Background: an optimization exercise with open tools, aiming at small area. Do not read the settings as production practice.
The RTL was checked by simulation tests, not by an equivalence proof against the original design.
Power is estimated from default activity; no workload was simulated.

Design breakout_top, start of the top module:
module breakout_top (
    input  logic                                clk,
    input  logic                                reset,
    input  logic                                pause,
    input  logic                                video_on,
    input  logic [breakout_pkg::coord_w-1:0]    x,
    input  logic [breakout_pkg::coord_w-1:0]    y,
    input  logic [breakout_pkg::coord_w-1:0]    board_x,
    input  logic [breakout_pkg::coord_w-1:0]    board_y,
    input  logic [breakout_pkg::num_bricks-1:0][breakout_pkg::coord_w-1:0] brick_x,
    input  logic [breakout_pkg::num_bricks-1:0][breakout_pkg::coord_w-1:0] brick_y,
    output logic [breakout_pkg::rgb_w-1:0]      rgb,
    output logic                                collision,
    output logic [breakout_pkg::digit_w-1:0]    thous,
    output logic [breakout_pkg::digit_w-1:0]    huns,
    output logic [breakout_pkg::digit_w-1:0]    tens,
    output logic [breakout_pkg::digit_w-1:0]    ones
);
For scale: about 44 flip-flops, about 6300 sq um of cells after synthesis.
export LEC_CHECK = 0
export CAP_MARGIN = 0
export CORE_MARGIN = 2
export CORE_UTILIZATION = 40
export CTS_BUF_LIST = sky130_fd_sc_hd__clkbuf_8
export GPL_TIMING_DRIVEN = 0
export SLEW_MARGIN = 0
create_clock -name core_clock -period 10.0 [get_ports {clk}]
standard.sh (not shown) runs the stock make flow with config.mk's settings and CLKGATE_MAP_FILE= SYNTH_SCRIPT=/design/flow/synth_recipe.tcl, a recipe that flattens the netlist after the stock synthesis.
==> flow/flow/run.sh <==
#!/bin/bash
# Layout flow: the standard flow, with two changes.
#  1. Synthesis is the standard one (same script, same passes, same registers),
#     but ABC maps the logic for area (flow/abc_area.script) instead of the
#     speed script, and it also maps the adders (no separate half/full adder
#     cell step).
#  2. Port buffers are the smallest buffer, sky130_fd_sc_hd__buf_1.
# Each step's full output goes to a log file in this folder.
set -euo pipefail
W=$PWD

# a copy of ORFS's scripts whose ABC script is the area one
rm -rf "$W/scripts_area"
cp -r "$FLOW_HOME/scripts" "$W/scripts_area"
cp "$W/flow/abc_area.script" "$W/scripts_area/abc_speed.script"

bash standard.sh "SCRIPTS_DIR=$W/scripts_area" "ADDER_MAP_FILE=" synth > "$W/run_synth.log" 2>&1
bash standard.sh "BUFFER_PORTS_ARGS=-buffer_cell sky130_fd_sc_hd__buf_1" finish > "$W/run_finish.log" 2>&1
==> flow/flow/abc_area.script <==
strash
ifraig
scorr
dc2
drw
drf
dc2
drw
drf
dc2
strash
&get -n
&dch -f
&nf -a -R 1000
&put
strash
&get -n
&dc2
&dch -f
&nf -a -R 1000
&put
topo
Change:
--- a/flow/flow/run.sh
+++ b/flow/flow/run.sh
@@ -4,5 +4,6 @@
 #     but ABC maps the logic for area (flow/abc_area.script) instead of the
 #     speed script, and it also maps the adders (no separate half/full adder
-#     cell step).
+#     cell step), and the buffers it puts between output ports that carry
+#     the same signal are the smallest buffer.
 #  2. Port buffers are the smallest buffer, sky130_fd_sc_hd__buf_1.
 # Each step's full output goes to a log file in this folder.
@@ -15,4 +16,5 @@
 cp "$W/flow/abc_area.script" "$W/scripts_area/abc_speed.script"
 
-bash standard.sh "SCRIPTS_DIR=$W/scripts_area" "ADDER_MAP_FILE=" synth > "$W/run_synth.log" 2>&1
+bash standard.sh "SCRIPTS_DIR=$W/scripts_area" "ADDER_MAP_FILE=" \
+    "MIN_BUF_CELL_AND_PORTS=sky130_fd_sc_hd__buf_1 A X" synth > "$W/run_synth.log" 2>&1
 bash standard.sh "BUFFER_PORTS_ARGS=-buffer_cell sky130_fd_sc_hd__buf_1" finish > "$W/run_finish.log" 2>&1
==> flow/flow/abc_area.script (replaced) <==
strash
ifraig
scorr
dc2
&get -n
&deepsyn -T 60
&put
strash
&get -n
&dch -f
&nf -a -R 1000
&put
strash
&get -n
&dc2
&dch -f
&nf -a -R 1000
&put
topo
After rerunning: The new run produced a clean layout; design area falls by a few percent; sequential power barely changes; count of clock-buffer cells in the layout stays the same; maximum frequency stays flat; non-clock buffer count rises by 4; synthesized area falls by a few percent.
Change:
--- a/flow/flow/run.sh
+++ b/flow/flow/run.sh
@@ -6,5 +6,6 @@
 #     cell step), and the buffers it puts between output ports that carry
 #     the same signal are the smallest buffer.
-#  2. Port buffers are the smallest buffer, sky130_fd_sc_hd__buf_1.
+#  2. Port buffers are the smallest buffer, sky130_fd_sc_hd__buf_1, and the
+#     floorplan step removes the buffers synthesis inserted.
 # Each step's full output goes to a log file in this folder.
 set -euo pipefail
@@ -18,3 +19,3 @@
 bash standard.sh "SCRIPTS_DIR=$W/scripts_area" "ADDER_MAP_FILE=" \
     "MIN_BUF_CELL_AND_PORTS=sky130_fd_sc_hd__buf_1 A X" synth > "$W/run_synth.log" 2>&1
-bash standard.sh "BUFFER_PORTS_ARGS=-buffer_cell sky130_fd_sc_hd__buf_1" finish > "$W/run_finish.log" 2>&1
+bash standard.sh "BUFFER_PORTS_ARGS=-buffer_cell sky130_fd_sc_hd__buf_1" "REMOVE_ABC_BUFFERS=1" finish > "$W/run_finish.log" 2>&1
Effect: First-iteration DRC count came out lower by 1.7%. Final area fell by 0.68%. Core utilization goes down by 0.33 points.
Change:
==> flow/flow/run.sh (replaced) <==
#!/bin/bash
# Layout flow: the standard flow, with two changes.
#  1. Synthesis is the standard one (same script, same passes, same registers),
#     but ABC maps the logic for area (flow/abc_area.script) instead of the
#     speed script, and it also maps the adders (no separate half/full adder
#     cell step).
#  2. Port buffers are the smallest buffer, sky130_fd_sc_hd__buf_1.
# Each step's full output goes to a log file in this folder.
set -euo pipefail
W=$PWD

# a copy of ORFS's scripts whose ABC script is the area one
rm -rf "$W/scripts_area"
cp -r "$FLOW_HOME/scripts" "$W/scripts_area"
cp "$W/flow/abc_area.script" "$W/scripts_area/abc_speed.script"

bash standard.sh "SCRIPTS_DIR=$W/scripts_area" "ADDER_MAP_FILE=" synth > "$W/run_synth.log" 2>&1
bash standard.sh "BUFFER_PORTS_ARGS=-buffer_cell sky130_fd_sc_hd__buf_1" finish > "$W/run_finish.log" 2>&1
The new run went through all stages and came out clean.
Cell area rose by 1.0%.
Wire length rose by 1.3%.
Utilization rose by 0.31 points.
Die area rose by 0.53%.
Global-route usage rose by 0.21 points.
Worst setup slack gains 0.037 ns.
Sequential cell count does not change.
Hold slack barely changes.
Synthesized area rose by 0.55%.

==> port drivers added, routing unchanged <==
The flow's constraints put no driver on any port. The routed layouts listed below were extracted and timed again, unchanged, in two steps.
Step 1: set_driving_cell puts a clkbuf_16 on clk and a buf_2 on each other input, an assumption about the parent block.
Step 2 times the ports against the registers' clock, not the clock port: input delays grow and output delays shrink by t, the midpoint of the rising clock arrivals with the driver on.
a / b / c = ideal / step 1 / step 2; a / b = the first two.
run | t, ns | setup slack, ns | worst slew at a driven data input, ns
the first run | 0.350 | 0.506 / 0.480 / 0.480 | 0.07
the second run | 0.347 | 0.504 / 0.483 / 0.483 | 0.07
the third run | 0.344 | 0.483 / 0.461 / 0.461 | 0.07
the fourth run | 0.347 | 0.520 / 0.500 / 0.500 | 0.07
After both steps setup and hold are still met in every run listed. The setup slack of the first run, which loses most, moves by -0.026 ns with the drivers and by -0.026 ns with both steps.
